What follows belongs to an exercise in optimizing a design on an open flow for small area, a short achievable clock period and few clock cycles; a production flow would make more cautious choices.
The RTL was checked by simulation tests, not by an equivalence proof against the original design.
Power and IR drop assume default switching activity.

`design.v`:
```
`timescale 1ns/100ps
`default_nettype none
package dur_pkg;
	typedef logic [3:0] rate_code_t;
	typedef logic [3:0] rate_idx_t;
	typedef logic [15:0] dur_t;         
	typedef logic [11:0] frame_len_t;   
	typedef logic [7:0]  resp_len_t;    
	typedef enum logic {
		dur_bcast  = 1'b0,
		dur_single = 1'b1
	} dur_kind_t;
	localparam int NUM_RATES      = 12;
	localparam int FIRST_OFDM_IDX = 4;
	localparam int OFDM_PREAMBLE_US = 16;
	localparam int OFDM_SIGNAL_US   = 4;
	localparam int OFDM_SYMBOL_US   = 4;
	localparam int SIGNAL_EXT_US    = 6;
	localparam int SERVICE_BITS     = 16;
	localparam int TAIL_BITS        = 6;
	localparam int CCK_LONG_PLCP_US  = 192;
	localparam int CCK_SHORT_PLCP_US = 96;
	localparam int INV_FRAC_BITS = 8;  
	function automatic rate_idx_t rate_code_to_index(input rate_code_t code);
		rate_idx_t idx;
		if (code[3]) begin
			idx = rate_idx_t'(code[1:0]);  
		end else begin
			case (code[2:0])
				3'd0: idx = 4'd10;  
				3'd1: idx = 4'd8;   
				3'd2: idx = 4'd6;   
				3'd3: idx = 4'd4;   
				3'd4: idx = 4'd11;  
				3'd5: idx = 4'd9;   
				3'd6: idx = 4'd7;   
				default: idx = 4'd5;  
			endcase
		end
		rate_code_to_index = idx;
	endfunction
endpackage
`default_nettype wire
`timescale 1ns/100ps
`default_nettype none
module basic_rate_sel (
	input  dur_pkg::rate_idx_t            data_idx,
	input  wire logic [dur_pkg::NUM_RATES-1:0] basic_rate_set,
	output dur_pkg::rate_idx_t                 resp_idx
);
	dur_pkg::rate_idx_t floor_idx;
	assign floor_idx = (data_idx < dur_pkg::rate_idx_t'(dur_pkg::FIRST_OFDM_IDX)) ?
		dur_pkg::rate_idx_t'(0) : dur_pkg::rate_idx_t'(dur_pkg::FIRST_OFDM_IDX);
	always_comb begin
		resp_idx = floor_idx;
		for (int i = 0; i < dur_pkg::NUM_RATES; i++) begin
			if (basic_rate_set[i] && dur_pkg::rate_idx_t'(i) >= floor_idx &&
				dur_pkg::rate_idx_t'(i) <= data_idx)
				resp_idx = dur_pkg::rate_idx_t'(i);  
		end
	end
endmodule
`default_nettype wire
`timescale 1ns/100ps
`timescale 1ns/100ps
`default_nettype none
module frame_airtime (
	input  wire logic [18:3] nb,
	input  wire logic [15:0] w,
	input  wire logic [23:0] k,
	output logic [23:0] a
);
	logic p3_0;
	logic p3_1;
	logic p3_2;
	logic p3_3;
	logic p3_4;
	logic p3_5;
	logic p3_6;
	logic p3_7;
	logic p3_8;
	logic p3_9;
	logic p3_10;
	logic p3_11;
	logic p3_12;
	logic p3_13;
	logic p3_14;
	logic p3_15;
	logic p4_0;
	logic p4_1;
	logic p4_2;
	logic p4_3;
	logic p4_4;
	logic p4_5;
	logic p4_6;
	logic p4_7;
	logic p4_8;
	logic p4_9;
	logic p4_10;
	logic p4_11;
	logic p4_12;
	logic p4_13;
	logic p4_14;
	logic p4_15;
	logic p5_0;
	logic p5_1;
	logic p5_2;
	logic p5_3;
	logic p5_4;
	logic p5_5;
	logic p5_6;
	logic p5_7;
	logic p5_8;
	logic p5_9;
	logic p5_10;
	logic p5_11;
	logic p5_12;
	logic p5_13;
	logic p5_14;
	logic p5_15;
	logic p6_0;
	logic p6_1;
	logic p6_2;
	logic p6_3;
	logic p6_4;
	logic p6_5;
	logic p6_6;
	logic p6_7;
	logic p6_8;
	logic p6_9;
	logic p6_10;
	logic p6_11;
	logic p6_12;
	logic p6_13;
	logic p6_14;
	logic p6_15;
	logic p7_0;
	logic p7_1;
	logic p7_2;
	logic p7_3;
	logic p7_4;
	logic p7_5;
	logic p7_6;
	logic p7_7;
	logic p7_8;
	logic p7_9;
	logic p7_10;
	logic p7_11;
	logic p7_12;
	logic p7_13;
	logic p7_14;
	logic p7_15;
	logic p8_0;
	logic p8_1;
	logic p8_2;
	logic p8_3;
	logic p8_4;
	logic p8_5;
	logic p8_6;
	logic p8_7;
	logic p8_8;
	logic p8_9;
	logic p8_10;
	logic p8_11;
	logic p8_12;
	logic p8_13;
	logic p8_14;
	logic p8_15;
	logic p9_0;
	logic p9_1;
	logic p9_2;
	logic p9_3;
	logic p9_4;
	logic p9_5;
	logic p9_6;
	logic p9_7;
	logic p9_8;
	logic p9_9;
	logic p9_10;
	logic p9_11;
	logic p9_12;
	logic p9_13;
	logic p9_14;
	logic p10_0;
	logic p10_1;
	logic p10_2;
	logic p10_3;
	logic p10_4;
	logic p10_5;
	logic p10_6;
	logic p10_7;
	logic p10_8;
	logic p10_9;
	logic p10_10;
	logic p10_11;
	logic p10_12;
	logic p10_13;
	logic p11_0;
	logic p11_1;
	logic p11_2;
	logic p11_3;
	logic p11_4;
	logic p11_5;
	logic p11_6;
	logic p11_7;
	logic p11_8;
	logic p11_9;
	logic p11_10;
	logic p11_11;
	logic p11_12;
	logic p12_0;
	logic p12_1;
	logic p12_2;
	logic p12_3;
	logic p12_4;
	logic p12_5;
	logic p12_6;
	logic p12_7;
	logic p12_8;
	logic p12_9;
	logic p12_10;
	logic p12_11;
	logic p13_0;
	logic p13_1;
	logic p13_2;
	logic p13_3;
	logic p13_4;
	logic p13_5;
	logic p13_6;
	logic p13_7;
	logic p13_8;
	logic p13_9;
	logic p13_10;
	logic p14_0;
	logic p14_1;
	logic p14_2;
	logic p14_3;
	logic p14_4;
	logic p14_5;
	logic p14_6;
	logic p14_7;
	logic p14_8;
	logic p14_9;
	logic p15_0;
	logic p15_1;
	logic p15_2;
	logic p15_3;
	logic p15_4;
	logic p15_5;
	logic p15_6;
	logic p15_7;
	logic p15_8;
	logic p16_0;
	logic p16_1;
	logic p16_2;
	logic p16_3;
	logic p16_4;
	logic p16_5;
	logic p16_6;
	logic p16_7;
	logic p17_0;
	logic p17_1;
	logic p17_2;
	logic p17_3;
	logic p17_4;
	logic p17_5;
	logic p17_6;
	logic p18_0;
	logic p18_1;
	logic p18_2;
	logic p18_3;
	logic p18_4;
	logic p18_5;
	logic kn0;
	logic kn1;
	logic kn2;
	logic kn3;
	logic kn4;
	logic kn5;
	logic kn6;
	logic kn7;
	logic kn8;
	logic kn9;
	logic kn10;
	logic kn11;
	logic kn12;
	logic kn13;
	logic kn14;
	logic kn15;
	logic kn16;
	logic kn17;
	logic kn18;
	logic kn19;
	logic kn20;
	logic kn21;
	logic kn22;
	logic kn23;
	logic s1;
	logic c1;
	logic s2;
	logic c2;
	logic s3;
	logic c3;
	logic s4;
	logic c4;
	logic s5;
	logic c5;
	logic s6;
	logic c6;
	logic s7;
	logic c7;
	logic s8;
	logic c8;
	logic s9;
	logic c9;
	logic s10;
	logic c10;
	logic s11;
	logic c11;
	logic s12;
	logic c12;
	logic s13;
	logic c13;
	logic s14;
	logic c14;
	logic s15;
	logic c15;
	logic s16;
	logic c16;
	logic s17;
	logic c17;
	logic s18;
	logic c18;
	logic s19;
	logic c19;
	logic s20;
	logic c20;
	logic s21;
	logic c21;
	logic s22;
	logic c22;
	logic s23;
	logic c23;
	logic s24;
	logic c24;
	logic s25;
	logic c25;
	logic s26;
	logic c26;
	logic s27;
	logic c27;
	logic s28;
	logic c28;
	logic s29;
	logic c29;
	logic s30;
	logic c30;
	logic s31;
	logic c31;
	logic s32;
	logic c32;
	logic s33;
	logic c33;
	logic s34;
	logic c34;
	logic s35;
	logic c35;
	logic s36;
	logic c36;
	logic s37;
	logic c37;
	logic s38;
	logic c38;
	logic s39;
	logic c39;
	logic s40;
	logic c40;
	logic s41;
	logic c41;
	logic s42;
	logic c42;
	logic s43;
	logic c43;
	logic s44;
	logic c44;
	logic s45;
	logic c45;
	logic s46;
	logic c46;
	logic s47;
	logic c47;
	logic s48;
	logic c48;
	logic s49;
	logic c49;
	logic s50;
	logic c50;
	logic s51;
	logic c51;
	logic s52;
	logic c52;
	logic s53;
	logic c53;
	logic s54;
	logic c54;
	logic s55;
	logic c55;
	logic s56;
	logic c56;
	logic s57;
	logic c57;
	logic s58;
	logic c58;
	logic s59;
	logic c59;
	logic s60;
	logic c60;
	logic s61;
	logic c61;
	logic s62;
	logic c62;
	logic s63;
	logic c63;
	logic s64;
	logic c64;
	logic s65;
	logic c65;
	logic s66;
	logic c66;
	logic s67;
	logic c67;
	logic s68;
	logic c68;
	logic s69;
	logic c69;
	logic s70;
	logic c70;
	logic s71;
	logic c71;
	logic s72;
	logic c72;
	logic s73;
	logic c73;
	logic s74;
	logic c74;
	logic s75;
	logic c75;
	logic s76;
	logic c76;
	logic s77;
	logic c77;
	logic s78;
	logic c78;
	logic s79;
	logic c79;
	logic s80;
	logic c80;
	logic s81;
	logic c81;
	logic s82;
	logic c82;
	logic s83;
	logic c83;
	logic s84;
	logic c84;
	logic s85;
	logic c85;
	logic s86;
	logic c86;
	logic s87;
	logic c87;
	logic s88;
	logic c88;
	logic s89;
	logic c89;
	logic s90;
	logic c90;
	logic s91;
	logic c91;
	logic s92;
	logic c92;
	logic s93;
	logic c93;
	logic s94;
	logic c94;
	logic s95;
	logic c95;
	logic s96;
	logic c96;
	logic s97;
	logic c97;
	logic s98;
	logic c98;
	logic s99;
	logic c99;
	logic s100;
	logic c100;
	logic s101;
	logic c101;
	logic s102;
	logic c102;
	logic s103;
	logic c103;
	logic s104;
	logic c104;
	logic s105;
	logic c105;
	logic s106;
	logic c106;
	logic s107;
	logic c107;
	logic s108;
	logic c108;
	logic s109;
	logic c109;
	logic s110;
	logic c110;
	logic s111;
	logic c111;
	logic s112;
	logic c112;
	logic s113;
	logic c113;
	logic s114;
	logic c114;
	logic s115;
	logic c115;
	logic s116;
	logic c116;
	logic s117;
	logic c117;
	logic s118;
	logic c118;
	logic s119;
	logic c119;
	logic s120;
	logic c120;
	logic s121;
	logic c121;
	logic s122;
	logic c122;
	logic s123;
	logic c123;
	logic s124;
	logic c124;
	logic s125;
	logic c125;
	logic s126;
	logic c126;
	logic s127;
	logic c127;
	logic s128;
	logic c128;
	logic s129;
	logic c129;
	logic s130;
	logic c130;
	logic s131;
	logic c131;
	logic s132;
	logic c132;
	logic s133;
	logic c133;
	logic s134;
	logic c134;
	logic s135;
	logic c135;
	logic s136;
	logic c136;
	logic s137;
	logic c137;
	logic s138;
	logic c138;
	logic s139;
	logic c139;
	logic s140;
	logic c140;
	logic s141;
	logic c141;
	logic s142;
	logic c142;
	logic s143;
	logic c143;
	logic s144;
	logic c144;
	logic s145;
	logic c145;
	logic s146;
	logic c146;
	logic s147;
	logic c147;
	logic s148;
	logic c148;
	logic s149;
	logic c149;
	logic s150;
	logic c150;
	logic s151;
	logic c151;
	logic s152;
	logic c152;
	logic s153;
	logic c153;
	logic s154;
	logic c154;
	logic s155;
	logic c155;
	logic s156;
	logic c156;
	logic s157;
	logic c157;
	logic s158;
	logic c158;
	logic s159;
	logic c159;
	logic s160;
	logic c160;
	logic s161;
	logic c161;
	logic s162;
	logic c162;
	logic s163;
	logic c163;
	logic s164;
	logic c164;
	logic s165;
	logic c165;
	logic s166;
	logic c166;
	logic s167;
	logic c167;
	logic s168;
	logic c168;
	logic s169;
	logic c169;
	logic s170;
	logic c170;
	logic s171;
	logic c171;
	logic s172;
	logic c172;
	logic s173;
	logic c173;
	logic s174;
	logic c174;
	logic s175;
	logic c175;
	logic s176;
	logic c176;
	logic s177;
	logic c177;
	logic s178;
	logic c178;
	logic s179;
	logic c179;
	logic s180;
	logic c180;
	logic s181;
	logic c181;
	logic s182;
	logic c182;
	logic s183;
	logic c183;
	logic s184;
	logic c184;
	logic s185;
	logic c185;
	assign p3_0 = ~(nb[3] & w[0]);
	assign p3_1 = ~(nb[3] & w[1]);
	assign p3_2 = ~(nb[3] & w[2]);
	assign p3_3 = ~(nb[3] & w[3]);
	assign p3_4 = ~(nb[3] & w[4]);
	assign p3_5 = ~(nb[3] & w[5]);
	assign p3_6 = ~(nb[3] & w[6]);
	assign p3_7 = ~(nb[3] & w[7]);
	assign p3_8 = ~(nb[3] & w[8]);
	assign p3_9 = ~(nb[3] & w[9]);
	assign p3_10 = ~(nb[3] & w[10]);
	assign p3_11 = ~(nb[3] & w[11]);
	assign p3_12 = ~(nb[3] & w[12]);
	assign p3_13 = ~(nb[3] & w[13]);
	assign p3_14 = ~(nb[3] & w[14]);
	assign p3_15 = ~(nb[3] & w[15]);
	assign p4_0 = ~(nb[4] & w[0]);
	assign p4_1 = ~(nb[4] & w[1]);
	assign p4_2 = ~(nb[4] & w[2]);
	assign p4_3 = ~(nb[4] & w[3]);
	assign p4_4 = ~(nb[4] & w[4]);
	assign p4_5 = ~(nb[4] & w[5]);
	assign p4_6 = ~(nb[4] & w[6]);
	assign p4_7 = ~(nb[4] & w[7]);
	assign p4_8 = ~(nb[4] & w[8]);
	assign p4_9 = ~(nb[4] & w[9]);
	assign p4_10 = ~(nb[4] & w[10]);
	assign p4_11 = ~(nb[4] & w[11]);
	assign p4_12 = ~(nb[4] & w[12]);
	assign p4_13 = ~(nb[4] & w[13]);
	assign p4_14 = ~(nb[4] & w[14]);
	assign p4_15 = ~(nb[4] & w[15]);
	assign p5_0 = ~(nb[5] & w[0]);
	assign p5_1 = ~(nb[5] & w[1]);
	assign p5_2 = ~(nb[5] & w[2]);
	assign p5_3 = ~(nb[5] & w[3]);
	assign p5_4 = ~(nb[5] & w[4]);
	assign p5_5 = ~(nb[5] & w[5]);
	assign p5_6 = ~(nb[5] & w[6]);
	assign p5_7 = ~(nb[5] & w[7]);
	assign p5_8 = ~(nb[5] & w[8]);
	assign p5_9 = ~(nb[5] & w[9]);
	assign p5_10 = ~(nb[5] & w[10]);
	assign p5_11 = ~(nb[5] & w[11]);
	assign p5_12 = ~(nb[5] & w[12]);
	assign p5_13 = ~(nb[5] & w[13]);
	assign p5_14 = ~(nb[5] & w[14]);
	assign p5_15 = ~(nb[5] & w[15]);
	assign p6_0 = ~(nb[6] & w[0]);
	assign p6_1 = ~(nb[6] & w[1]);
	assign p6_2 = ~(nb[6] & w[2]);
	assign p6_3 = ~(nb[6] & w[3]);
	assign p6_4 = ~(nb[6] & w[4]);
	assign p6_5 = ~(nb[6] & w[5]);
	assign p6_6 = ~(nb[6] & w[6]);
	assign p6_7 = ~(nb[6] & w[7]);
	assign p6_8 = ~(nb[6] & w[8]);
	assign p6_9 = ~(nb[6] & w[9]);
	assign p6_10 = ~(nb[6] & w[10]);
	assign p6_11 = ~(nb[6] & w[11]);
	assign p6_12 = ~(nb[6] & w[12]);
	assign p6_13 = ~(nb[6] & w[13]);
	assign p6_14 = ~(nb[6] & w[14]);
	assign p6_15 = ~(nb[6] & w[15]);
	assign p7_0 = ~(nb[7] & w[0]);
	assign p7_1 = ~(nb[7] & w[1]);
	assign p7_2 = ~(nb[7] & w[2]);
	assign p7_3 = ~(nb[7] & w[3]);
	assign p7_4 = ~(nb[7] & w[4]);
	assign p7_5 = ~(nb[7] & w[5]);
	assign p7_6 = ~(nb[7] & w[6]);
	assign p7_7 = ~(nb[7] & w[7]);
	assign p7_8 = ~(nb[7] & w[8]);
	assign p7_9 = ~(nb[7] & w[9]);
	assign p7_10 = ~(nb[7] & w[10]);
	assign p7_11 = ~(nb[7] & w[11]);
	assign p7_12 = ~(nb[7] & w[12]);
	assign p7_13 = ~(nb[7] & w[13]);
	assign p7_14 = ~(nb[7] & w[14]);
	assign p7_15 = ~(nb[7] & w[15]);
	assign p8_0 = ~(nb[8] & w[0]);
	assign p8_1 = ~(nb[8] & w[1]);
	assign p8_2 = ~(nb[8] & w[2]);
	assign p8_3 = ~(nb[8] & w[3]);
	assign p8_4 = ~(nb[8] & w[4]);
	assign p8_5 = ~(nb[8] & w[5]);
	assign p8_6 = ~(nb[8] & w[6]);
	assign p8_7 = ~(nb[8] & w[7]);
	assign p8_8 = ~(nb[8] & w[8]);
	assign p8_9 = ~(nb[8] & w[9]);
	assign p8_10 = ~(nb[8] & w[10]);
	assign p8_11 = ~(nb[8] & w[11]);
	assign p8_12 = ~(nb[8] & w[12]);
	assign p8_13 = ~(nb[8] & w[13]);
	assign p8_14 = ~(nb[8] & w[14]);
	assign p8_15 = ~(nb[8] & w[15]);
	assign p9_0 = ~(nb[9] & w[0]);
	assign p9_1 = ~(nb[9] & w[1]);
	assign p9_2 = ~(nb[9] & w[2]);
	assign p9_3 = ~(nb[9] & w[3]);
	assign p9_4 = ~(nb[9] & w[4]);
	assign p9_5 = ~(nb[9] & w[5]);
	assign p9_6 = ~(nb[9] & w[6]);
	assign p9_7 = ~(nb[9] & w[7]);
	assign p9_8 = ~(nb[9] & w[8]);
	assign p9_9 = ~(nb[9] & w[9]);
	assign p9_10 = ~(nb[9] & w[10]);
	assign p9_11 = ~(nb[9] & w[11]);
	assign p9_12 = ~(nb[9] & w[12]);
	assign p9_13 = ~(nb[9] & w[13]);
	assign p9_14 = ~(nb[9] & w[14]);
	assign p10_0 = ~(nb[10] & w[0]);
	assign p10_1 = ~(nb[10] & w[1]);
	assign p10_2 = ~(nb[10] & w[2]);
	assign p10_3 = ~(nb[10] & w[3]);
	assign p10_4 = ~(nb[10] & w[4]);
	assign p10_5 = ~(nb[10] & w[5]);
	assign p10_6 = ~(nb[10] & w[6]);
	assign p10_7 = ~(nb[10] & w[7]);
	assign p10_8 = ~(nb[10] & w[8]);
	assign p10_9 = ~(nb[10] & w[9]);
	assign p10_10 = ~(nb[10] & w[10]);
	assign p10_11 = ~(nb[10] & w[11]);
	assign p10_12 = ~(nb[10] & w[12]);
	assign p10_13 = ~(nb[10] & w[13]);
	assign p11_0 = ~(nb[11] & w[0]);
	assign p11_1 = ~(nb[11] & w[1]);
	assign p11_2 = ~(nb[11] & w[2]);
	assign p11_3 = ~(nb[11] & w[3]);
	assign p11_4 = ~(nb[11] & w[4]);
	assign p11_5 = ~(nb[11] & w[5]);
	assign p11_6 = ~(nb[11] & w[6]);
	assign p11_7 = ~(nb[11] & w[7]);
	assign p11_8 = ~(nb[11] & w[8]);
	assign p11_9 = ~(nb[11] & w[9]);
	assign p11_10 = ~(nb[11] & w[10]);
	assign p11_11 = ~(nb[11] & w[11]);
	assign p11_12 = ~(nb[11] & w[12]);
	assign p12_0 = ~(nb[12] & w[0]);
	assign p12_1 = ~(nb[12] & w[1]);
	assign p12_2 = ~(nb[12] & w[2]);
	assign p12_3 = ~(nb[12] & w[3]);
	assign p12_4 = ~(nb[12] & w[4]);
	assign p12_5 = ~(nb[12] & w[5]);
	assign p12_6 = ~(nb[12] & w[6]);
	assign p12_7 = ~(nb[12] & w[7]);
	assign p12_8 = ~(nb[12] & w[8]);
	assign p12_9 = ~(nb[12] & w[9]);
	assign p12_10 = ~(nb[12] & w[10]);
	assign p12_11 = ~(nb[12] & w[11]);
	assign p13_0 = ~(nb[13] & w[0]);
	assign p13_1 = ~(nb[13] & w[1]);
	assign p13_2 = ~(nb[13] & w[2]);
	assign p13_3 = ~(nb[13] & w[3]);
	assign p13_4 = ~(nb[13] & w[4]);
	assign p13_5 = ~(nb[13] & w[5]);
	assign p13_6 = ~(nb[13] & w[6]);
	assign p13_7 = ~(nb[13] & w[7]);
	assign p13_8 = ~(nb[13] & w[8]);
	assign p13_9 = ~(nb[13] & w[9]);
	assign p13_10 = ~(nb[13] & w[10]);
	assign p14_0 = ~(nb[14] & w[0]);
	assign p14_1 = ~(nb[14] & w[1]);
	assign p14_2 = ~(nb[14] & w[2]);
	assign p14_3 = ~(nb[14] & w[3]);
	assign p14_4 = ~(nb[14] & w[4]);
	assign p14_5 = ~(nb[14] & w[5]);
	assign p14_6 = ~(nb[14] & w[6]);
	assign p14_7 = ~(nb[14] & w[7]);
	assign p14_8 = ~(nb[14] & w[8]);
	assign p14_9 = ~(nb[14] & w[9]);
	assign p15_0 = ~(nb[15] & w[0]);
	assign p15_1 = ~(nb[15] & w[1]);
	assign p15_2 = ~(nb[15] & w[2]);
	assign p15_3 = ~(nb[15] & w[3]);
	assign p15_4 = ~(nb[15] & w[4]);
	assign p15_5 = ~(nb[15] & w[5]);
	assign p15_6 = ~(nb[15] & w[6]);
	assign p15_7 = ~(nb[15] & w[7]);
	assign p15_8 = ~(nb[15] & w[8]);
	assign p16_0 = ~(nb[16] & w[0]);
	assign p16_1 = ~(nb[16] & w[1]);
	assign p16_2 = ~(nb[16] & w[2]);
	assign p16_3 = ~(nb[16] & w[3]);
	assign p16_4 = ~(nb[16] & w[4]);
	assign p16_5 = ~(nb[16] & w[5]);
	assign p16_6 = ~(nb[16] & w[6]);
	assign p16_7 = ~(nb[16] & w[7]);
	assign p17_0 = ~(nb[17] & w[0]);
	assign p17_1 = ~(nb[17] & w[1]);
	assign p17_2 = ~(nb[17] & w[2]);
	assign p17_3 = ~(nb[17] & w[3]);
	assign p17_4 = ~(nb[17] & w[4]);
	assign p17_5 = ~(nb[17] & w[5]);
	assign p17_6 = ~(nb[17] & w[6]);
	assign p18_0 = ~(nb[18] & w[0]);
	assign p18_1 = ~(nb[18] & w[1]);
	assign p18_2 = ~(nb[18] & w[2]);
	assign p18_3 = ~(nb[18] & w[3]);
	assign p18_4 = ~(nb[18] & w[4]);
	assign p18_5 = ~(nb[18] & w[5]);
	assign kn0 = ~k[0];
	assign kn1 = ~k[1];
	assign kn2 = ~k[2];
	assign kn3 = ~k[3];
	assign kn4 = ~k[4];
	assign kn5 = ~k[5];
	assign kn6 = ~k[6];
	assign kn7 = ~k[7];
	assign kn8 = ~k[8];
	assign kn9 = ~k[9];
	assign kn10 = ~k[10];
	assign kn11 = ~k[11];
	assign kn12 = ~k[12];
	assign kn13 = ~k[13];
	assign kn14 = ~k[14];
	assign kn15 = ~k[15];
	assign kn16 = ~k[16];
	assign kn17 = ~k[17];
	assign kn18 = ~k[18];
	assign kn19 = ~k[19];
	assign kn20 = ~k[20];
	assign kn21 = ~k[21];
	assign kn22 = ~k[22];
	assign kn23 = ~k[23];
	assign s1 = ~(kn15 ^ p3_12);
	assign c1 = kn15 | p3_12;
	assign s2 = kn16 ^ p3_13 ^ p4_12;
	assign c2 = (kn16 & p3_13) | (kn16 & p4_12) | (p3_13 & p4_12);
	assign s3 = ~(p5_11 ^ p6_10);
	assign c3 = p5_11 | p6_10;
	assign s4 = kn17 ^ p3_14 ^ p4_13;
	assign c4 = (kn17 & p3_14) | (kn17 & p4_13) | (p3_14 & p4_13);
	assign s5 = p5_12 ^ p6_11 ^ p7_10;
	assign c5 = (p5_12 & p6_11) | (p5_12 & p7_10) | (p6_11 & p7_10);
	assign s6 = ~(p8_9 ^ p9_8);
	assign c6 = p8_9 | p9_8;
	assign s7 = kn18 ^ p3_15 ^ p4_14;
	assign c7 = (kn18 & p3_15) | (kn18 & p4_14) | (p3_15 & p4_14);
	assign s8 = p5_13 ^ p6_12 ^ p7_11;
	assign c8 = (p5_13 & p6_12) | (p5_13 & p7_11) | (p6_12 & p7_11);
	assign s9 = p8_10 ^ p9_9 ^ p10_8;
	assign c9 = (p8_10 & p9_9) | (p8_10 & p10_8) | (p9_9 & p10_8);
	assign s10 = ~(p11_7 ^ p12_6);
	assign c10 = p11_7 | p12_6;
	assign s11 = kn19 ^ p4_15 ^ p5_14;
	assign c11 = (kn19 & p4_15) | (kn19 & p5_14) | (p4_15 & p5_14);
	assign s12 = p6_13 ^ p7_12 ^ p8_11;
	assign c12 = (p6_13 & p7_12) | (p6_13 & p8_11) | (p7_12 & p8_11);
	assign s13 = p9_10 ^ p10_9 ^ p11_8;
	assign c13 = (p9_10 & p10_9) | (p9_10 & p11_8) | (p10_9 & p11_8);
	assign s14 = ~(p12_7 ^ p13_6);
	assign c14 = p12_7 | p13_6;
	assign s15 = kn20 ^ p5_15 ^ p6_14;
	assign c15 = (kn20 & p5_15) | (kn20 & p6_14) | (p5_15 & p6_14);
	assign s16 = p7_13 ^ p8_12 ^ p9_11;
	assign c16 = (p7_13 & p8_12) | (p7_13 & p9_11) | (p8_12 & p9_11);
	assign s17 = p10_10 ^ p11_9 ^ p12_8;
	assign c17 = (p10_10 & p11_9) | (p10_10 & p12_8) | (p11_9 & p12_8);
	assign s18 = kn21 ^ p6_15 ^ p7_14;
	assign c18 = (kn21 & p6_15) | (kn21 & p7_14) | (p6_15 & p7_14);
	assign s19 = p8_13 ^ p9_12 ^ p10_11;
	assign c19 = (p8_13 & p9_12) | (p8_13 & p10_11) | (p9_12 & p10_11);
	assign s20 = kn22 ^ p7_15 ^ p8_14;
	assign c20 = (kn22 & p7_15) | (kn22 & p8_14) | (p7_15 & p8_14);
	assign s21 = ~(kn11 ^ p3_8);
	assign c21 = kn11 | p3_8;
	assign s22 = kn12 ^ p3_9 ^ p4_8;
	assign c22 = (kn12 & p3_9) | (kn12 & p4_8) | (p3_9 & p4_8);
	assign s23 = ~(p5_7 ^ p6_6);
	assign c23 = p5_7 | p6_6;
	assign s24 = kn13 ^ p3_10 ^ p4_9;
	assign c24 = (kn13 & p3_10) | (kn13 & p4_9) | (p3_10 & p4_9);
	assign s25 = p5_8 ^ p6_7 ^ p7_6;
	assign c25 = (p5_8 & p6_7) | (p5_8 & p7_6) | (p6_7 & p7_6);
	assign s26 = ~(p8_5 ^ p9_4);
	assign c26 = p8_5 | p9_4;
	assign s27 = kn14 ^ p3_11 ^ p4_10;
	assign c27 = (kn14 & p3_11) | (kn14 & p4_10) | (p3_11 & p4_10);
	assign s28 = p5_9 ^ p6_8 ^ p7_7;
	assign c28 = (p5_9 & p6_8) | (p5_9 & p7_7) | (p6_8 & p7_7);
	assign s29 = p8_6 ^ p9_5 ^ p10_4;
	assign c29 = (p8_6 & p9_5) | (p8_6 & p10_4) | (p9_5 & p10_4);
	assign s30 = ~(p11_3 ^ p12_2);
	assign c30 = p11_3 | p12_2;
	assign s31 = p4_11 ^ p5_10 ^ p6_9;
	assign c31 = (p4_11 & p5_10) | (p4_11 & p6_9) | (p5_10 & p6_9);
	assign s32 = p7_8 ^ p8_7 ^ p9_6;
	assign c32 = (p7_8 & p8_7) | (p7_8 & p9_6) | (p8_7 & p9_6);
	assign s33 = p10_5 ^ p11_4 ^ p12_3;
	assign c33 = (p10_5 & p11_4) | (p10_5 & p12_3) | (p11_4 & p12_3);
	assign s34 = p13_2 ^ p14_1 ^ p15_0;
	assign c34 = (p13_2 & p14_1) | (p13_2 & p15_0) | (p14_1 & p15_0);
	assign s35 = p7_9 ^ p8_8 ^ p9_7;
	assign c35 = (p7_9 & p8_8) | (p7_9 & p9_7) | (p8_8 & p9_7);
	assign s36 = p10_6 ^ p11_5 ^ p12_4;
	assign c36 = (p10_6 & p11_5) | (p10_6 & p12_4) | (p11_5 & p12_4);
	assign s37 = p13_3 ^ p14_2 ^ p15_1;
	assign c37 = (p13_3 & p14_2) | (p13_3 & p15_1) | (p14_2 & p15_1);
	assign s38 = p16_0 ^ c1 ^ s2;
	assign c38 = (p16_0 & c1) | (p16_0 & s2) | (c1 & s2);
	assign s39 = p10_7 ^ p11_6 ^ p12_5;
	assign c39 = (p10_7 & p11_6) | (p10_7 & p12_5) | (p11_6 & p12_5);
	assign s40 = p13_4 ^ p14_3 ^ p15_2;
	assign c40 = (p13_4 & p14_3) | (p13_4 & p15_2) | (p14_3 & p15_2);
	assign s41 = p16_1 ^ p17_0 ^ c2;
	assign c41 = (p16_1 & p17_0) | (p16_1 & c2) | (p17_0 & c2);
	assign s42 = c3 ^ s4 ^ s5;
	assign c42 = (c3 & s4) | (c3 & s5) | (s4 & s5);
	assign s43 = p13_5 ^ p14_4 ^ p15_3;
	assign c43 = (p13_5 & p14_4) | (p13_5 & p15_3) | (p14_4 & p15_3);
	assign s44 = p16_2 ^ p17_1 ^ p18_0;
	assign c44 = (p16_2 & p17_1) | (p16_2 & p18_0) | (p17_1 & p18_0);
	assign s45 = c4 ^ c5 ^ c6;
	assign c45 = (c4 & c5) | (c4 & c6) | (c5 & c6);
	assign s46 = s7 ^ s8 ^ s9;
	assign c46 = (s7 & s8) | (s7 & s9) | (s8 & s9);
	assign s47 = p14_5 ^ p15_4 ^ p16_3;
	assign c47 = (p14_5 & p15_4) | (p14_5 & p16_3) | (p15_4 & p16_3);
	assign s48 = p17_2 ^ p18_1 ^ c7;
	assign c48 = (p17_2 & p18_1) | (p17_2 & c7) | (p18_1 & c7);
	assign s49 = c8 ^ c9 ^ c10;
	assign c49 = (c8 & c9) | (c8 & c10) | (c9 & c10);
	assign s50 = s11 ^ s12 ^ s13;
	assign c50 = (s11 & s12) | (s11 & s13) | (s12 & s13);
	assign s51 = p13_7 ^ p14_6 ^ p15_5;
	assign c51 = (p13_7 & p14_6) | (p13_7 & p15_5) | (p14_6 & p15_5);
	assign s52 = p16_4 ^ p17_3 ^ p18_2;
	assign c52 = (p16_4 & p17_3) | (p16_4 & p18_2) | (p17_3 & p18_2);
	assign s53 = c11 ^ c12 ^ c13;
	assign c53 = (c11 & c12) | (c11 & c13) | (c12 & c13);
	assign s54 = c14 ^ s15 ^ s16;
	assign c54 = (c14 & s15) | (c14 & s16) | (s15 & s16);
	assign s55 = p11_10 ^ p12_9 ^ p13_8;
	assign c55 = (p11_10 & p12_9) | (p11_10 & p13_8) | (p12_9 & p13_8);
	assign s56 = p14_7 ^ p15_6 ^ p16_5;
	assign c56 = (p14_7 & p15_6) | (p14_7 & p16_5) | (p15_6 & p16_5);
	assign s57 = p17_4 ^ p18_3 ^ c15;
	assign c57 = (p17_4 & p18_3) | (p17_4 & c15) | (p18_3 & c15);
	assign s58 = c16 ^ c17 ^ s18;
	assign c58 = (c16 & c17) | (c16 & s18) | (c17 & s18);
	assign s59 = p9_13 ^ p10_12 ^ p11_11;
	assign c59 = (p9_13 & p10_12) | (p9_13 & p11_11) | (p10_12 & p11_11);
	assign s60 = p12_10 ^ p13_9 ^ p14_8;
	assign c60 = (p12_10 & p13_9) | (p12_10 & p14_8) | (p13_9 & p14_8);
	assign s61 = p15_7 ^ p16_6 ^ p17_5;
	assign c61 = (p15_7 & p16_6) | (p15_7 & p17_5) | (p16_6 & p17_5);
	assign s62 = p18_4 ^ c18 ^ c19;
	assign c62 = (p18_4 & c18) | (p18_4 & c19) | (c18 & c19);
	assign s63 = kn23 ^ p8_15 ^ p9_14;
	assign c63 = (kn23 & p8_15) | (kn23 & p9_14) | (p8_15 & p9_14);
	assign s64 = p10_13 ^ p11_12 ^ p12_11;
	assign c64 = (p10_13 & p11_12) | (p10_13 & p12_11) | (p11_12 & p12_11);
	assign s65 = p13_10 ^ p14_9 ^ p15_8;
	assign c65 = (p13_10 & p14_9) | (p13_10 & p15_8) | (p14_9 & p15_8);
	assign s66 = p16_7 ^ p17_6 ^ p18_5;
	assign c66 = (p16_7 & p17_6) | (p16_7 & p18_5) | (p17_6 & p18_5);
	assign s67 = ~(kn8 ^ p3_5);
	assign c67 = kn8 | p3_5;
	assign s68 = kn9 ^ p3_6 ^ p4_5;
	assign c68 = (kn9 & p3_6) | (kn9 & p4_5) | (p3_6 & p4_5);
	assign s69 = ~(p5_4 ^ p6_3);
	assign c69 = p5_4 | p6_3;
	assign s70 = kn10 ^ p3_7 ^ p4_6;
	assign c70 = (kn10 & p3_7) | (kn10 & p4_6) | (p3_7 & p4_6);
	assign s71 = p5_5 ^ p6_4 ^ p7_3;
	assign c71 = (p5_5 & p6_4) | (p5_5 & p7_3) | (p6_4 & p7_3);
	assign s72 = ~(p8_2 ^ p9_1);
	assign c72 = p8_2 | p9_1;
	assign s73 = p4_7 ^ p5_6 ^ p6_5;
	assign c73 = (p4_7 & p5_6) | (p4_7 & p6_5) | (p5_6 & p6_5);
	assign s74 = p7_4 ^ p8_3 ^ p9_2;
	assign c74 = (p7_4 & p8_3) | (p7_4 & p9_2) | (p8_3 & p9_2);
	assign s75 = p10_1 ^ p11_0 ^ s21;
	assign c75 = (p10_1 & p11_0) | (p10_1 & s21) | (p11_0 & s21);
	assign s76 = p7_5 ^ p8_4 ^ p9_3;
	assign c76 = (p7_5 & p8_4) | (p7_5 & p9_3) | (p8_4 & p9_3);
	assign s77 = p10_2 ^ p11_1 ^ p12_0;
	assign c77 = (p10_2 & p11_1) | (p10_2 & p12_0) | (p11_1 & p12_0);
	assign s78 = c21 ^ s22 ^ s23;
	assign c78 = (c21 & s22) | (c21 & s23) | (s22 & s23);
	assign s79 = p10_3 ^ p11_2 ^ p12_1;
	assign c79 = (p10_3 & p11_2) | (p10_3 & p12_1) | (p11_2 & p12_1);
	assign s80 = p13_0 ^ c22 ^ c23;
	assign c80 = (p13_0 & c22) | (p13_0 & c23) | (c22 & c23);
	assign s81 = s24 ^ s25 ^ s26;
	assign c81 = (s24 & s25) | (s24 & s26) | (s25 & s26);
	assign s82 = p13_1 ^ p14_0 ^ c24;
	assign c82 = (p13_1 & p14_0) | (p13_1 & c24) | (p14_0 & c24);
	assign s83 = c25 ^ c26 ^ s27;
	assign c83 = (c25 & c26) | (c25 & s27) | (c26 & s27);
	assign s84 = s28 ^ s29 ^ s30;
	assign c84 = (s28 & s29) | (s28 & s30) | (s29 & s30);
	assign s85 = c27 ^ c28 ^ c29;
	assign c85 = (c27 & c28) | (c27 & c29) | (c28 & c29);
	assign s86 = c30 ^ s31 ^ s32;
	assign c86 = (c30 & s31) | (c30 & s32) | (s31 & s32);
	assign s87 = s33 ^ s34 ^ s1;
	assign c87 = (s33 & s34) | (s33 & s1) | (s34 & s1);
	assign s88 = c31 ^ c32 ^ c33;
	assign c88 = (c31 & c32) | (c31 & c33) | (c32 & c33);
	assign s89 = c34 ^ s35 ^ s36;
	assign c89 = (c34 & s35) | (c34 & s36) | (s35 & s36);
	assign s90 = s37 ^ s3 ^ s38;
	assign c90 = (s37 & s3) | (s37 & s38) | (s3 & s38);
	assign s91 = c35 ^ c36 ^ c37;
	assign c91 = (c35 & c36) | (c35 & c37) | (c36 & c37);
	assign s92 = s39 ^ s40 ^ s6;
	assign c92 = (s39 & s40) | (s39 & s6) | (s40 & s6);
	assign s93 = c38 ^ s41 ^ s42;
	assign c93 = (c38 & s41) | (c38 & s42) | (s41 & s42);
	assign s94 = c39 ^ c40 ^ s43;
	assign c94 = (c39 & c40) | (c39 & s43) | (c40 & s43);
	assign s95 = s44 ^ s10 ^ c41;
	assign c95 = (s44 & s10) | (s44 & c41) | (s10 & c41);
	assign s96 = c42 ^ s45 ^ s46;
	assign c96 = (c42 & s45) | (c42 & s46) | (s45 & s46);
	assign s97 = c43 ^ c44 ^ s47;
	assign c97 = (c43 & c44) | (c43 & s47) | (c44 & s47);
	assign s98 = s14 ^ c45 ^ c46;
	assign c98 = (s14 & c45) | (s14 & c46) | (c45 & c46);
	assign s99 = s48 ^ s49 ^ s50;
	assign c99 = (s48 & s49) | (s48 & s50) | (s49 & s50);
	assign s100 = c47 ^ s51 ^ s52;
	assign c100 = (c47 & s51) | (c47 & s52) | (s51 & s52);
	assign s101 = s17 ^ c48 ^ c49;
	assign c101 = (s17 & c48) | (s17 & c49) | (c48 & c49);
	assign s102 = c50 ^ s53 ^ s54;
	assign c102 = (c50 & s53) | (c50 & s54) | (s53 & s54);
	assign s103 = c51 ^ c52 ^ s55;
	assign c103 = (c51 & c52) | (c51 & s55) | (c52 & s55);
	assign s104 = s56 ^ s19 ^ c53;
	assign c104 = (s56 & s19) | (s56 & c53) | (s19 & c53);
	assign s105 = c54 ^ s57 ^ s58;
	assign c105 = (c54 & s57) | (c54 & s58) | (s57 & s58);
	assign s106 = c55 ^ c56 ^ s59;
	assign c106 = (c55 & c56) | (c55 & s59) | (c56 & s59);
	assign s107 = s60 ^ s61 ^ s20;
	assign c107 = (s60 & s61) | (s60 & s20) | (s61 & s20);
	assign s108 = c57 ^ c58 ^ s62;
	assign c108 = (c57 & c58) | (c57 & s62) | (c58 & s62);
	assign s109 = c59 ^ c60 ^ c61;
	assign c109 = (c59 & c60) | (c59 & c61) | (c60 & c61);
	assign s110 = s63 ^ s64 ^ s65;
	assign c110 = (s63 & s64) | (s63 & s65) | (s64 & s65);
	assign s111 = s66 ^ c20 ^ c62;
	assign c111 = (s66 & c20) | (s66 & c62) | (c20 & c62);
	assign s112 = ~(kn6 ^ p3_3);
	assign c112 = kn6 | p3_3;
	assign s113 = kn7 ^ p3_4 ^ p4_3;
	assign c113 = (kn7 & p3_4) | (kn7 & p4_3) | (p3_4 & p4_3);
	assign s114 = ~(p5_2 ^ p6_1);
	assign c114 = p5_2 | p6_1;
	assign s115 = p4_4 ^ p5_3 ^ p6_2;
	assign c115 = (p4_4 & p5_3) | (p4_4 & p6_2) | (p5_3 & p6_2);
	assign s116 = p7_1 ^ p8_0 ^ s67;
	assign c116 = (p7_1 & p8_0) | (p7_1 & s67) | (p8_0 & s67);
	assign s117 = p7_2 ^ p8_1 ^ p9_0;
	assign c117 = (p7_2 & p8_1) | (p7_2 & p9_0) | (p8_1 & p9_0);
	assign s118 = c67 ^ s68 ^ s69;
	assign c118 = (c67 & s68) | (c67 & s69) | (s68 & s69);
	assign s119 = p10_0 ^ c68 ^ c69;
	assign c119 = (p10_0 & c68) | (p10_0 & c69) | (c68 & c69);
	assign s120 = s70 ^ s71 ^ s72;
	assign c120 = (s70 & s71) | (s70 & s72) | (s71 & s72);
	assign s121 = c70 ^ c71 ^ c72;
	assign c121 = (c70 & c71) | (c70 & c72) | (c71 & c72);
	assign s122 = s73 ^ s74 ^ s75;
	assign c122 = (s73 & s74) | (s73 & s75) | (s74 & s75);
	assign s123 = c73 ^ c74 ^ s76;
	assign c123 = (c73 & c74) | (c73 & s76) | (c74 & s76);
	assign s124 = s77 ^ c75 ^ s78;
	assign c124 = (s77 & c75) | (s77 & s78) | (c75 & s78);
	assign s125 = c76 ^ c77 ^ s79;
	assign c125 = (c76 & c77) | (c76 & s79) | (c77 & s79);
	assign s126 = c78 ^ s80 ^ s81;
	assign c126 = (c78 & s80) | (c78 & s81) | (s80 & s81);
	assign s127 = c79 ^ c80 ^ c81;
	assign c127 = (c79 & c80) | (c79 & c81) | (c80 & c81);
	assign s128 = s82 ^ s83 ^ s84;
	assign c128 = (s82 & s83) | (s82 & s84) | (s83 & s84);
	assign s129 = c82 ^ c83 ^ c84;
	assign c129 = (c82 & c83) | (c82 & c84) | (c83 & c84);
	assign s130 = s85 ^ s86 ^ s87;
	assign c130 = (s85 & s86) | (s85 & s87) | (s86 & s87);
	assign s131 = c85 ^ c86 ^ c87;
	assign c131 = (c85 & c86) | (c85 & c87) | (c86 & c87);
	assign s132 = s88 ^ s89 ^ s90;
	assign c132 = (s88 & s89) | (s88 & s90) | (s89 & s90);
	assign s133 = c88 ^ c89 ^ s91;
	assign c133 = (c88 & c89) | (c88 & s91) | (c89 & s91);
	assign s134 = s92 ^ c90 ^ s93;
	assign c134 = (s92 & c90) | (s92 & s93) | (c90 & s93);
	assign s135 = c91 ^ c92 ^ s94;
	assign c135 = (c91 & c92) | (c91 & s94) | (c92 & s94);
	assign s136 = c93 ^ s95 ^ s96;
	assign c136 = (c93 & s95) | (c93 & s96) | (s95 & s96);
	assign s137 = c94 ^ s97 ^ c95;
	assign c137 = (c94 & s97) | (c94 & c95) | (s97 & c95);
	assign s138 = c96 ^ s98 ^ s99;
	assign c138 = (c96 & s98) | (c96 & s99) | (s98 & s99);
	assign s139 = c97 ^ s100 ^ c98;
	assign c139 = (c97 & s100) | (c97 & c98) | (s100 & c98);
	assign s140 = c99 ^ s101 ^ s102;
	assign c140 = (c99 & s101) | (c99 & s102) | (s101 & s102);
	assign s141 = c100 ^ s103 ^ c101;
	assign c141 = (c100 & s103) | (c100 & c101) | (s103 & c101);
	assign s142 = c102 ^ s104 ^ s105;
	assign c142 = (c102 & s104) | (c102 & s105) | (s104 & s105);
	assign s143 = c103 ^ s106 ^ s107;
	assign c143 = (c103 & s106) | (c103 & s107) | (s106 & s107);
	assign s144 = c104 ^ c105 ^ s108;
	assign c144 = (c104 & c105) | (c104 & s108) | (c105 & s108);
	assign s145 = c106 ^ c107 ^ s109;
	assign c145 = (c106 & c107) | (c106 & s109) | (c107 & s109);
	assign s146 = s110 ^ c108 ^ s111;
	assign c146 = (s110 & c108) | (s110 & s111) | (c108 & s111);
	assign s147 = ~(kn5 ^ p3_2);
	assign c147 = kn5 | p3_2;
	assign s148 = p4_2 ^ p5_1 ^ p6_0;
	assign c148 = (p4_2 & p5_1) | (p4_2 & p6_0) | (p5_1 & p6_0);
	assign s149 = p7_0 ^ c112 ^ s113;
	assign c149 = (p7_0 & c112) | (p7_0 & s113) | (c112 & s113);
	assign s150 = c113 ^ c114 ^ s115;
	assign c150 = (c113 & c114) | (c113 & s115) | (c114 & s115);
	assign s151 = c115 ^ s117 ^ c116;
	assign c151 = (c115 & s117) | (c115 & c116) | (s117 & c116);
	assign s152 = c117 ^ c118 ^ s119;
	assign c152 = (c117 & c118) | (c117 & s119) | (c118 & s119);
	assign s153 = c119 ^ c120 ^ s121;
	assign c153 = (c119 & c120) | (c119 & s121) | (c120 & s121);
	assign s154 = c121 ^ s123 ^ c122;
	assign c154 = (c121 & s123) | (c121 & c122) | (s123 & c122);
	assign s155 = c123 ^ s125 ^ c124;
	assign c155 = (c123 & s125) | (c123 & c124) | (s125 & c124);
	assign s156 = c125 ^ c126 ^ s127;
	assign c156 = (c125 & c126) | (c125 & s127) | (c126 & s127);
	assign s157 = c127 ^ c128 ^ s129;
	assign c157 = (c127 & c128) | (c127 & s129) | (c128 & s129);
	assign s158 = c129 ^ c130 ^ s131;
	assign c158 = (c129 & c130) | (c129 & s131) | (c130 & s131);
	assign s159 = c131 ^ s133 ^ c132;
	assign c159 = (c131 & s133) | (c131 & c132) | (s133 & c132);
	assign s160 = c133 ^ s135 ^ c134;
	assign c160 = (c133 & s135) | (c133 & c134) | (s135 & c134);
	assign s161 = c135 ^ c136 ^ s137;
	assign c161 = (c135 & c136) | (c135 & s137) | (c136 & s137);
	assign s162 = c137 ^ c138 ^ s139;
	assign c162 = (c137 & c138) | (c137 & s139) | (c138 & s139);
	assign s163 = c139 ^ c140 ^ s141;
	assign c163 = (c139 & c140) | (c139 & s141) | (c140 & s141);
	assign s164 = s143 ^ c141 ^ c142;
	assign c164 = (s143 & c141) | (s143 & c142) | (c141 & c142);
	assign s165 = c143 ^ s145 ^ c144;
	assign c165 = (c143 & s145) | (c143 & c144) | (s145 & c144);
	assign s166 = ~(kn4 ^ p3_1);
	assign c166 = kn4 | p3_1;
	assign s167 = p4_1 ^ p5_0 ^ s147;
	assign c167 = (p4_1 & p5_0) | (p4_1 & s147) | (p5_0 & s147);
	assign s168 = c147 ^ s148 ^ s112;
	assign c168 = (c147 & s148) | (c147 & s112) | (s148 & s112);
	assign s169 = c148 ^ s114 ^ s149;
	assign c169 = (c148 & s114) | (c148 & s149) | (s114 & s149);
	assign s170 = c149 ^ s150 ^ s116;
	assign c170 = (c149 & s150) | (c149 & s116) | (s150 & s116);
	assign s171 = c150 ^ s118 ^ s151;
	assign c171 = (c150 & s118) | (c150 & s151) | (s118 & s151);
	assign s172 = s120 ^ c151 ^ s152;
	assign c172 = (s120 & c151) | (s120 & s152) | (c151 & s152);
	assign s173 = c152 ^ s153 ^ s122;
	assign c173 = (c152 & s153) | (c152 & s122) | (s153 & s122);
	assign s174 = c153 ^ s124 ^ s154;
	assign c174 = (c153 & s124) | (c153 & s154) | (s124 & s154);
	assign s175 = s126 ^ c154 ^ s155;
	assign c175 = (s126 & c154) | (s126 & s155) | (c154 & s155);
	assign s176 = s128 ^ c155 ^ s156;
	assign c176 = (s128 & c155) | (s128 & s156) | (c155 & s156);
	assign s177 = s130 ^ c156 ^ s157;
	assign c177 = (s130 & c156) | (s130 & s157) | (c156 & s157);
	assign s178 = c157 ^ s158 ^ s132;
	assign c178 = (c157 & s158) | (c157 & s132) | (s158 & s132);
	assign s179 = c158 ^ s134 ^ s159;
	assign c179 = (c158 & s134) | (c158 & s159) | (s134 & s159);
	assign s180 = s136 ^ c159 ^ s160;
	assign c180 = (s136 & c159) | (s136 & s160) | (c159 & s160);
	assign s181 = s138 ^ c160 ^ s161;
	assign c181 = (s138 & c160) | (s138 & s161) | (c160 & s161);
	assign s182 = s140 ^ c161 ^ s162;
	assign c182 = (s140 & c161) | (s140 & s162) | (c161 & s162);
	assign s183 = s142 ^ c162 ^ s163;
	assign c183 = (s142 & c162) | (s142 & s163) | (c162 & s163);
	assign s184 = s144 ^ c163 ^ s164;
	assign c184 = (s144 & c163) | (s144 & s164) | (c163 & s164);
	assign s185 = s146 ^ c164 ^ s165;
	assign c185 = (s146 & c164) | (s146 & s165) | (c164 & s165);
	logic [23:0] rn0, rn1;
	assign rn0 = {c184, c183, c182, c181, c180, c179, c178, c177, c176, c175, c174, c173, c172, c171, c170, c169, c168, c167, c166, s166, kn3, kn2, kn1, kn0};
	assign rn1 = {s185, s184, s183, s182, s181, s180, s179, s178, s177, s176, s175, s174, s173, s172, s171, s170, s169, s168, s167, p4_0, p3_0, 1'b1, 1'b1, 1'b1};
	assign a = ~rn0 + ~rn1;
endmodule
`default_nettype wire
`timescale 1ns/100ps
`timescale 1ns/100ps
`default_nettype none
module tx_duration #(
	parameter int INV_W = 16
) (
	input  wire logic                 clk,
	input  wire logic                 arst_n,
	input  wire logic                 start,
	input  dur_pkg::dur_kind_t            dur_kind,
	input  dur_pkg::rate_code_t           data_rate,
	input  dur_pkg::resp_len_t            resp_len,
	input  dur_pkg::frame_len_t           next_len,
	input  wire logic                 long_pre,
	input  wire logic [dur_pkg::NUM_RATES-1:0] basic_rate_set,
	input  dur_pkg::dur_t                 sifs,
	output logic                      tab_en,
	output dur_pkg::rate_idx_t                 tab_addr,
	input  wire logic [INV_W-1:0]     tab_data,
	output logic                      dur_valid,
	output dur_pkg::dur_t                      dur,
	output dur_pkg::rate_idx_t                 resp_rate
);
	dur_pkg::rate_idx_t data_idx;
	dur_pkg::rate_idx_t resp_idx;
	logic s_rd;    
	logic s_d1;    
	logic s_f2;    
	logic ofdm_q;
	logic idle;
	logic has_resp, has_next, both, go;
	logic is_ofdm;
	dur_pkg::frame_len_t nxt_len;
	logic [15:0] nbits;
	logic [18:3] nb_q;
	logic [1:0] shamt;
	logic [15:0] lomask;
	logic [23:0] kadd, prod;
	dur_pkg::dur_t acc, cst, part, triple, sum;
	function automatic logic [15:0] rip_add(input logic [15:0] a, input logic [15:0] b,
		input logic cin);
		logic c;
		c = cin;
		for (int i = 0; i < 16; i++) begin
			rip_add[i] = a[i] ^ b[i] ^ c;
			c = (a[i] & b[i]) | (a[i] & c) | (b[i] & c);
		end
	endfunction
	assign data_idx = dur_pkg::rate_code_to_index(data_rate);
	basic_rate_sel sel0 (
		.data_idx(data_idx), .basic_rate_set(basic_rate_set), .resp_idx(resp_idx)
	);
	assign has_resp = |resp_len;
	assign has_next = |next_len;
	assign both     = has_resp & has_next;
	assign idle     = ~(s_rd | s_d1);
	assign go       = idle & start & (dur_kind == dur_pkg::dur_single) & (has_resp | has_next);
	assign is_ofdm  = ~data_rate[3];
	always_ff @(posedge clk or negedge arst_n) begin
		if (!arst_n) begin
			s_rd      <= 1'b0;
			s_d1      <= 1'b0;
			s_f2      <= 1'b0;
			tab_en    <= 1'b0;
			dur_valid <= 1'b0;
		end else begin
			s_rd      <= go;
			s_d1      <= s_rd & both;
			s_f2      <= s_d1;
			tab_en    <= go | (s_rd & both);
			dur_valid <= (idle & start & ~go) | (s_rd & ~both) | s_d1;
		end
	end
	assign nxt_len  = s_d1 | ~has_next ? dur_pkg::frame_len_t'(resp_len) : next_len;
	assign nbits    = {1'b0, rip_add({4'd0, nxt_len[11:1]}, 16'd0, is_ofdm) & 16'h0fff, nxt_len[0],
		is_ofdm, is_ofdm, 1'b0};
	assign cst      = is_ofdm ? 16'd26 : (long_pre ? 16'd192 : 16'd96);
	assign part     = rip_add(sifs, cst, 1'b0);
	assign triple   = rip_add(acc, both ? {acc[14:0], 1'b0} : 16'd0, 1'b0);
	always_ff @(posedge clk) begin
		if (s_rd | s_d1)
			nb_q <= 16'((19'(nbits) << {is_ofdm, s_d1}) >> 3);
		else
			nb_q <= '0;
		if (s_d1)
			acc <= sum;
		else if (s_rd)
			acc <= triple;
		else
			acc <= go ? part : '0;
		ofdm_q <= is_ofdm;
	end
	assign shamt  = {ofdm_q, s_f2};
	assign lomask = ~(16'hffff << shamt);
	assign kadd   = {acc & ~lomask, 8'h00} | (24'hff << shamt);
	frame_airtime air0 (
		.nb(nb_q), .w(tab_data), .k(kadd), .a(prod)
	);
	assign sum = (prod[23:8] & ~lomask) | (acc & lomask);
	assign dur = sum;
	always_ff @(posedge clk) begin
		if (idle)
			tab_addr <= (dur_kind == dur_pkg::dur_bcast) ? dur_pkg::rate_idx_t'(0) :
				(has_next ? data_idx : resp_idx);
		else
			tab_addr <= resp_idx;
	end
	assign resp_rate = tab_addr;
endmodule
`default_nettype wire
```
`flow/run.sh`:
```
#!/bin/bash
# The standard ORFS layout (the standard.sh, all steps), with the port
# buffers made of the smallest buffer cell instead of ORFS's default pick.
set -e
export BUFFER_PORTS_ARGS="-buffer_cell sky130_fd_sc_hd__buf_1"
bash standard.sh > standard.log 2>&1
```
`standard.sh`:
```
#!/bin/bash
# synth_recipe.tcl (not shown) runs the flow's synth.tcl, then flattens the netlist and writes it again
# the make line also repeats each setting of config.mk as NAME=value (left out here)
make -C /OpenROAD-flow-scripts/flow DESIGN_CONFIG=/design/flow/config.mk WORK_HOME=/design/flow/orfs CLKGATE_MAP_FILE= SYNTH_SCRIPT=/design/flow/synth_recipe.tcl "${@:-finish}"
```
`config.mk`:
```
export PLATFORM = sky130hd
export DESIGN_NAME = tx_duration
export DESIGN_NICKNAME = tx_duration
export VERILOG_FILES = /design/flow/design.v
export SDC_FILE = /design/flow/constraint.sdc
export NUM_CORES = 4
export LEC_CHECK = 0
export CAP_MARGIN = 20
export CORE_MARGIN = 2
export CORE_UTILIZATION = 40
export CTS_BUF_LIST = sky130_fd_sc_hd__clkbuf_8
export SLEW_MARGIN = 20
```
`constraint.sdc`:
```
create_clock -name core_clock -period 9.0 [get_ports {clk}]
set_input_delay 1.8000 -clock core_clock [delete_from_list [all_inputs] [get_ports {clk}]]
set_output_delay 1.8000 -clock core_clock [all_outputs]
set_load 0.01 [all_outputs]
```
==> impl_metrics.py <==
metrics = {
    "layout": {
        "nets": 1389,
        "drive_gt1_share_pct": 5.42,
        "area_delta_synth_final_pct": 9.49,
        "post_layout_nonfiller_instances": 1374,
        "fin_area_mm2": 0.0100,
    },
    "min_path": {
        "hold_depth": 3,
        "hold_class": "reg -> reg",
    },
    "synth": {
        "synth_fp_nets": 1303,
        "synth_edf_count": 1,
        "synth-seq-cells": 42,
        "yosysSeqAreaShare_pct": 9.55,
        "synthArstFlopShare_pct": 11.9,
        "avgSynthCellArea_um2": 9.16,
        "syn_area_mm2": 0.00917,
        "synth-main-ff-cell": "dfxtp_1",
        "ys_types": 63,
        "ys_warn_count": 2,
        "synth_cells": 1001,
    },
    "sta": {
        "finalMaxSlewViolations": 0,
        "period_needed_ps": 8730,
        "fmax_mhz": 115,
        "fin_ws_ps": 271,
        "timing.final.hold_violations": 0,
        "final-setup-viol-count": 0,
        "slew-limit-headroom_pct": 35.7,
        "tightest_slew_ps": 961,
        "finClkSkew_ps": 8.96,
        "fin_crit_sh_pct": 97.0,
    },
    "setup_path": {
        "crit_fanout": 4,
        "rr_worst_depth": 21,
        "path_class": "in -> out",
        "end_kind": "output pin",
        "cp-start-kind": "input pin",
        "critical_path_arrival_ps": 6930,
        "critPathRequiredTime_ps": 7200,
    },
    "clock_tree": {
        "htree_levels": 2,
        "clockBufferDepth": 2,
        "hold_buffers": 0,
        "numClockSinks": 42,
        "root_buffer": "clkbuf_8",
        "clk_pin_slew_worst_paths_ps": 80,
        "clk_latency_ps": 300,
        "numCtsBuffers": 5,
        "cts_tree": "yes",
    },
    "drt": {
        "routed_wirelength_um": 24000,
        "ant_nets": 0,
        "wire_per_inst_um": 17.5,
        "vias": 7002,
        "viasPerCell": 5.10,
        "drt_iter0_drc": 394,
        "top_layer_used": "met4",
        "wl_met3_um": 888,
        "drc": 0,
        "met1Wirelength_um": 10600,
        "drtPass1Iterations": 5,
        "wl_met2_um": 12200,
    },
    "die": {
        "start_util_pct": 40.6,
        "die_h_um": 155,
        "die_w_um": 155,
        "io_pins": 99,
        "die-area_mm2": 0.0242,
        "core_mm2": 0.0226,
        "rows": 55,
    },
    "global_route": {
        "grt_pass1_wl_um": 39800,
        "antenna_found_initial": 0,
        "grt-ovfl-total": 0,
        "grt_start_max_net_pins": 50,
        "gr-usage-all-layers_pct": 21.1,
        "grt_pass1_vias": 7546,
    },
    "place": {
        "placed_cell_area_mm2": 0.00991,
        "hpwl_um": 20000,
        "numPortBuffers": 96,
        "finalWeightedCongestion": 0.893,
        "place_ws_ps": 63.1,
        "placed_cells": 1364,
    },
    "power": {
        "max-vdd-ir-drop_v": 0.000374,
        "leakage_nw": 4.90,
        "power_density_mw_per_mm2": 323,
    },
    "run": {
        "max_cap_violations": 0,
    },
    "outcome": {
        "run_status": "finished clean",
    },
}
layout make-up:
type | instances | area (um2)
inverter | 194 | 728
fill | 2260 | 12500
antenna | 1 | 2.50
clock buffer | 5 | 68.8
sequential | 42 | 877
timing repair buffer | 125 | 581
multi-input combinational | 719 | 7390
clock inverter | 3 | 41.3
tap | 285 | 357
critical path: stages:
cell and delay, ps:
buf_1 200, and2_1 190, fa_1 430, fa_1 490, inv_1 50, fa_1 450
fa_1 390, fa_1 460, fa_1 510, inv_1 50, ha_1 330, and4_1 280
nand3_1 150, a2111oi_4 410, nor2_1 140, o21ai_2 200, xor2_2 220, buf_1 170
cells by family (layout without fill, tap and decap cells):
| logic type | Yosys count | count (layout) | share of synthesized area (%) |
|---|---|---|---|
| muxes | 23 | 23 | 2.62 |
| and+or+nand+nor | 302 | 302 | 18.2 |
| AOI/OAI and AO/OA | 122 | 122 | 10.0 |
| other | 0 | 1 | 0 |
| DFF | 42 | 42 | 9.55 |
| buffers and inverters | 240 | 327 | 10.0 |
| xor gates and xnor gates | 43 | 43 | 4.11 |
| adders and majority gates | 229 | 229 | 45.5 |
Yosys cell counts, types with 3 or more instances:
library cell | n | area (um2)
a221o_1 | 6 | 60.1
fa_1 | 174 | 3480
mux2i_1 | 15 | 150
a222oi_1 | 4 | 40.0
o21a_1 | 4 | 30.0
nand2b_1 | 4 | 25.0
inv_1 | 192 | 721
mux2_2 | 8 | 90.1
nand2_1 | 57 | 214
o211ai_1 | 4 | 30.0
clkbuf_1 | 35 | 131
nor4_1 | 3 | 18.8
nand3_1 | 3 | 15.0
a311oi_1 | 4 | 35.0
nor2_1 | 30 | 113
o21ai_0 | 10 | 50.1
ha_1 | 55 | 688
a21oi_1 | 29 | 145
a22oi_1 | 3 | 22.5
xnor2_1 | 30 | 263
buf_2 | 3 | 15.0
and3_1 | 5 | 31.3
a21o_1 | 16 | 120
or4_1 | 3 | 22.5
nor3_1 | 10 | 50.1
buf_4 | 4 | 30.0
xor2_1 | 13 | 114
a31oi_1 | 4 | 25.0
dfxtp_1 | 36 | 721
a22o_1 | 5 | 43.8
dfrtp_1 | 5 | 125
nor2b_1 | 9 | 56.3
a21boi_0 | 6 | 45.0
and2_1 | 168 | 1050
buf_1 | 4 | 15.0
a211oi_1 | 8 | 60.1
final timing paths:
path                                        from  slack [ps]                to
worst max-delay path                tab_data[13]         270           dur[14]
worst min-delay path              acc[1]$_DFF_P_         700    acc[1]$_DFF_P_
worst max register to register  acc[0]$_DFFE_PP_        2520   acc[15]$_DFF_P_
worst min register to register    acc[1]$_DFF_P_         700    acc[1]$_DFF_P_
max in group asynchronous                 arst_n        7440    s_d1$_DFF_PN0_
min in group asynchronous                 arst_n        1330  tab_en$_DFF_PN0_
sequential cells by signal, indices dropped and copies added, names as in the netlist:
name,flops
acc,16
dur_valid,1
nb_q,16
ofdm_q,1
s_d1,1
s_f2,1
s_rd,1
tab_addr,4
tab_en,1
placed cells by master, fill, tap and decap left out, types with 3 or more instances in the layout:
master,instances
inv_1,193
fa_1,174
and2_1,168
buf_1,94
nand2_1,57
ha_1,55
dfxtp_1,36
nor2_1,30
xnor2_1,30
a21oi_1,29
buf_4,29
a21o_1,16
mux2i_1,15
xor2_1,12
o21ai_0,10
nor3_1,10
nor2b_1,9
mux2_2,8
a211oi_1,8
a221o_1,6
a21boi_0,6
and3_1,5
a22o_1,5
clkbuf_8,5
nand2b_1,4
a311oi_1,4
o211ai_1,4
o21a_1,4
a31oi_1,4
a222oi_1,4
dfrtp_1,4
nor4_1,3
nand3_1,3
or4_1,3
a22oi_1,3
repair_timing:
action / 4_1_cts / 5_1_grt
endpoints found under the setup margin: 0 / 1
gates resized for setup: 0 / 4
setup buffers: 0 / 1
metal layers:
layer | track usage [%] | vias to the layer above
li1 | - | 3266
met1 | 28.7 | 3564
met2 | 37.0 | 151
met3 | 2.34 | 21
met4 | 3.41 | 0
met5 | 0 | -
report_power, final:
part,total (mW),switching (mW),internal [mW]
Sequential,0.295,0.0684,0.227
Clock,0.150,0.0682,0.0817
Combinational,2.79,1.67,1.13
Total,3.24,1.80,1.44
through the flow:
stage | total power, mW | utilization (%) | hold slack [ps] | setup TNS, ps
2_1_floorplan | 2.20 | - | 414 | 0
3_3_place_gp | 3.06 | 43.9 | 685 | 0
3_5_place_dp | 3.07 | 43.9 | 687 | 0
4_1_cts | 3.23 | 44.4 | 712 | 0
5_1_grt | 3.60 | 44.5 | 734 | -0.924
6_report | 3.24 | 44.5 | 704 | 0
Testbench counts, summed over its fixed seeds: cycles 5,403.

port drivers added, routing unchanged:
The flow's constraints put no driver on any port. The routed layout listed below was extracted and timed again, unchanged, in two steps.
Step 1 sets driving cells, clkbuf_16 on the clock port and buf_2 on the other inputs (assumed; they add their load-dependent delay and slew).
Step 2 adds t to the input delays and takes it off the output delays; t is the mean of the earliest and latest rising clock arrival at the registers after step 1. Input paths then give back, and output paths get back, about the clock's delay inside the block.
a / b / c = no drivers / after step 1 / after step 2; a / b = the first two.
t, ns: 0.328
setup slack, ns: 0.271 / 0.243 / 0.139
latest minus earliest clock arrival (ns): 0.009 / 0.009
slew at the worst register clock pin (ns): 0.09 / 0.09
cell pins on the clock port's net: 1
After both steps setup and hold are still met in this run. For this run, drivers alone change the setup slack by -0.028 ns; drivers and shift together by -0.132 ns.
